From an optimization exercise on the open Yosys and OpenROAD flow, aimed at small area and a short achievable clock period; shortcuts taken in it are not production practice. At most, simulation tests tie the RTL to the original design; equivalence was not proved. Power figures rest on the tool's default switching activity, not on a simulated workload.

==> run Z <==
==> flow/design.v (excerpt) <==
module ioPlatformTop #(
  parameter int NumHarts = 2,
  parameter int NumIrqs  = 8
) (
  input  logic                clk_i,
  input  logic                arstN_i,
  input  logic                reqValid_i,
  input  logic                reqWrite_i,
  input  ioPlatformPkg::ioAddrT              reqAddr_i,
  input  ioPlatformPkg::ioDataT              reqWdata_i,
  input  logic                uartIrq_i,
  input  logic                sdIrq_i,
  output logic                rspValid_o,
  output ioPlatformPkg::ioDataT              rspData_o,
  output logic                rspErr_o,
  output logic [NumHarts-1:0] msip_o,
  output logic [NumHarts-1:0] mtip_o,
  output logic [NumHarts-1:0] extIrq_o
);
clock: 13.0 ns
lec_check: 0
cap_margin: 20
core_margin: 2
core_utilization: 40
slew_margin: 20
synth_hierarchical: 1
run.sh (not shown) runs the stock make flow with config.mk's settings and CLKGATE_MAP_FILE= SYNTH_SCRIPT=/design/flow/synth_recipe.tcl, a recipe that flattens the netlist after the stock synthesis.
==> run A (differences from run Z) <==
==> flow/flow/run.sh (new file) <==
#!/bin/bash
# Standard ORFS layout (the standard.sh, standard synthesis unchanged) with
# two layout choices changed:
#  - port buffers are plain buf_2 cells instead of the delay cell buffer_ports picks
#  - repair_timing aims for a setup margin that matches the period this design reaches
set -euo pipefail
bash standard.sh \
  SETUP_SLACK_MARGIN=9.2 \
  "BUFFER_PORTS_ARGS=-buffer_cell sky130_fd_sc_hd__buf_2" \
  finish > flow_make.log 2>&1
==> flow/standard.sh (new file) <==
#!/bin/bash
# synth_recipe.tcl (not shown) runs the flow's synth.tcl, then flattens the netlist and writes it again
# the make line also repeats each setting of config.mk as NAME=value (left out here)
make -C /OpenROAD-flow-scripts/flow DESIGN_CONFIG=/design/flow/config.mk WORK_HOME=/design/flow/orfs CLKGATE_MAP_FILE= SYNTH_SCRIPT=/design/flow/synth_recipe.tcl "${@:-finish}"
removed: flow/run.sh
==> comparison table <==
item                                                                                run Z                    run A
Detailed-routing iteration count for the pre-antenna-repair pass                        9                        7
Number of clock buffers in the layout                                                  56                       57
Fraction of final layout cells sized beyond drive strength 1                        0.118                    0.315
Combined area of the multi-input logic cells                                    10000 um2                11400 um2
Status                                                            complete, no violations  complete, no violations
CTS buffer count                                                                       38                       37
Global-route wire length before repair                                           97300 um                111000 um
Maximum fanout encountered on the critical timing path                                 35                        5
Worst hold path endpoint                                                      prioQ[7][0]              prioQ[3][2]
Cell Count Post-Placement                                                            2641                     2637
Startpoint of the worst hold path                                             prioQ[7][0]              prioQ[3][2]
Layout Utilization                                                                  0.482                    0.548
Arrival time at the worst endpoint                                                6.13 ns                  4.92 ns
Routing usage on met3                                                              0.0473                   0.0601
P&R area growth vs syn                                                              19.5%                    35.7%

---

==> 10-22: inputs <==
ioPlatformTop, a different RTL version from the one above (not shown whole).
// ioPlatformTop
module ioPlatformTop #(
  parameter int NumHarts = 2,
  parameter int NumIrqs  = 8
) (
  input  logic                clk_i,
  input  logic                arstN_i,
  input  logic                reqValid_i,
  input  logic                reqWrite_i,
  input  ioPlatformPkg::ioAddrT              reqAddr_i,
  input  ioPlatformPkg::ioDataT              reqWdata_i,
  input  logic                uartIrq_i,
  input  logic                sdIrq_i,
  output logic                rspValid_o,
  output ioPlatformPkg::ioDataT              rspData_o,
  output logic                rspErr_o,
  output logic [NumHarts-1:0] msip_o,
  output logic [NumHarts-1:0] mtip_o,
  output logic [NumHarts-1:0] extIrq_o
);
  logic [63:0] w;
  assign w = reqWdata_i;
  function automatic logic gt3(logic [2:0] x, logic [2:0] y);
    logic [2:0] g, l;
    g = x & ~y;
    l = ~x & y;
    gt3 = g[2] | (~l[2] & (g[1] | (~l[1] & g[0])));
  endfunction
  logic [18:0] wrD, wrC, rdR, rdC;
  logic        errC;
  ioAddrDecoder dec (
    .valid_i  (reqValid_i),
    .write_i  (reqWrite_i),
    .addr_i   (reqAddr_i),
    .wrData_o (wrD),
    .wrCtrl_o (wrC),
    .rdData_o (rdR),
    .rdCtrl_o (rdC)
  );
  ioErrDecode errDec (
    .valid_i (reqValid_i),
    .addr_i  (reqAddr_i),
    .err_o   (errC)
  );
  logic [63:0] mtimeQ;
  logic [63:0] cmp0Q, cmp1Q;
  logic [1:0]  cmpZeroQ;
  logic [1:0]  msipQ;
  logic [2:0]  prioQ [8];
  logic [7:0]  en0Q, en1Q;
  logic [2:0]  thr0Q, thr1Q;
  logic [2:1]  pendQ, inflQ;
  logic        validQ, errQ;
  logic [63:0] rdQ;
  ...
clock: 13.0 ns
lec_check: 0
cap_margin: 20
core_margin: 2
core_utilization: 40
cts_buf_list: sky130_fd_sc_hd__clkbuf_4 sky130_fd_sc_hd__clkbuf_8
slew_margin: 20
synth_hierarchical: 1
standard.sh (not shown) runs the stock make flow with config.mk's settings and CLKGATE_MAP_FILE= SYNTH_SCRIPT=/design/flow/synth_recipe.tcl, a recipe that flattens the netlist after the stock synthesis.
==> flow/flow/run.sh <==
#!/bin/bash
# Standard ORFS layout (the standard.sh, standard synthesis unchanged) with
# these layout choices changed:
#  - after synthesis every combinational cell is set to its smallest drive
#    strength (flow/downsize.tcl); the repair steps upsize where timing needs it
#  - port buffers are plain buf_2 cells instead of the delay cell buffer_ports
#    picks
#  - repair_timing aims for a setup margin near the period this design reaches
# make's full output goes to flow_make.log; ORFS keeps each step's log under
# orfs/logs.
set -euo pipefail
here=$(pwd)
bash standard.sh \
  SETUP_SLACK_MARGIN=9.1 \
  "BUFFER_PORTS_ARGS=-buffer_cell sky130_fd_sc_hd__buf_2" \
  POST_SYNTH_TCL="$here/flow/downsize.tcl" \
  finish > flow_make.log 2>&1
==> flow/flow/downsize.tcl <==
# Sets every combinational cell of the synthesized netlist to the smallest
# drive strength of its function (same cell name up to the _N suffix), so
# that the later repair steps upsize only where timing asks for it.
set n 0
foreach inst [get_cells *] {
  set master [get_property $inst ref_name]
  if { ![regexp {^(sky130_fd_sc_hd__([a-z0-9]+))_([0-9]+)$} $master -> base kind size] } {
    continue
  }
  # flip-flops keep the cell synthesis gave them; tie cells stay as they are
  if { [regexp {^(df|edf|sdf|sedf|dl|conb|clk|probe|lpflow|tap|fill|decap|diode)} $kind] } {
    continue
  }
  set best ""
  set bestArea 1e9
  foreach lc [get_lib_cells */${base}_*] {
    set name [get_property $lc name]
    if { ![regexp "^${base}_\[0-9\]+\$" $name] } { continue }
    if { [get_property $lc dont_use] } { continue }
    set area [get_property $lc area]
    if { $area < $bestArea } {
      set bestArea $area
      set best $lc
    }
  }
  if { $best ne "" && [get_property $best name] ne $master } {
    replace_cell $inst $best
    incr n
  }
}
puts "downsize: $n cells set to their smallest drive strength"
==> 01-23 (differences from 10-22) <==
--- a/flow/config.mk
+++ b/flow/config.mk
@@ -8,6 +8,5 @@
 export CAP_MARGIN = 20
 export CORE_MARGIN = 2
 export CORE_UTILIZATION = 40
-export CTS_BUF_LIST = sky130_fd_sc_hd__clkbuf_4 sky130_fd_sc_hd__clkbuf_8
 export SLEW_MARGIN = 20
 export SYNTH_HIERARCHICAL = 1
==> results.py <==
metrics = {
    "pwr": {
        "pwr-share-seq_pct": 46.1,
    },
    "setup_path": {
        "slowest_stage": "o21ai_0",
        "critPathMaxStageDelay_ps": 560,
    },
    "timing": {
        "skew_ps": 36.5,
        "max_freq_ghz": 0.231,
    },
    "run_status": {
        "status": "complete, no violations",
    },
    "clock_network": {
        "cts_resized": 198,
        "clk_latency_ps": 580,
        "root_buffer": "clkbuf_16",
    },
    "global_routing": {
        "grt_pass1_vias": 17200,
    },
    "finish": {
        "diodes": 5,
    },
}
[end of results for 01-23]
==> results.py <==
metrics = {
    "clock_network": {
        "root_buffer": "clkbuf_8",
        "clk_latency_ps": 690,
    },
    "setup_path": {
        "slowest_stage": "a21oi_1",
        "critPathMaxStageDelay_ps": 520,
    },
    "timing": {
        "skew_ps": 40.2,
        "max_freq_ghz": 0.237,
    },
    "global_routing": {
        "grt_pass1_vias": 16700,
    },
    "pwr": {
        "pwr-share-seq_pct": 45.4,
    },
    "run_status": {
        "status": "complete, no violations",
    },
}
[end of results for 10-22]
No functional check of the RTL was part of any run of this note.

## port drivers added, routing unchanged
The results above use ideal ports. As a check the final layouts listed here were re-extracted and re-timed, cells and wires unchanged. Step 1, drivers: a clkbuf_16 drives clk_i and a buf_2 each remaining input, both assumed. Step 2 adds t to the input delays and takes it off the output delays; t is the mean of the earliest and latest rising clock arrival at the registers after step 1. Input paths then give back, and output paths get back, about the clock's delay inside the block. a / b / c = no drivers / after step 1 / after step 2; a / b = the first two.
| run | t (ns) | setup WS [ns] | worst setup path after step 2 |
|---|---|---|---|
| run Z | 0.613 | 7.321 / 7.363 / 6.749 | input to register |
| run A | 0.628 | 8.574 / 8.590 / 7.962 | input to register |
| 10-22 | 0.720 | 8.781 / 8.811 / 8.091 | input to register |
| 01-23 | 0.611 | 8.662 / 8.693 / 8.082 | input to register |
After both steps every run listed still meets setup and hold. For 10-22, which loses most, drivers alone change the setup slack by +0.030 ns; drivers and shift together by -0.690 ns.
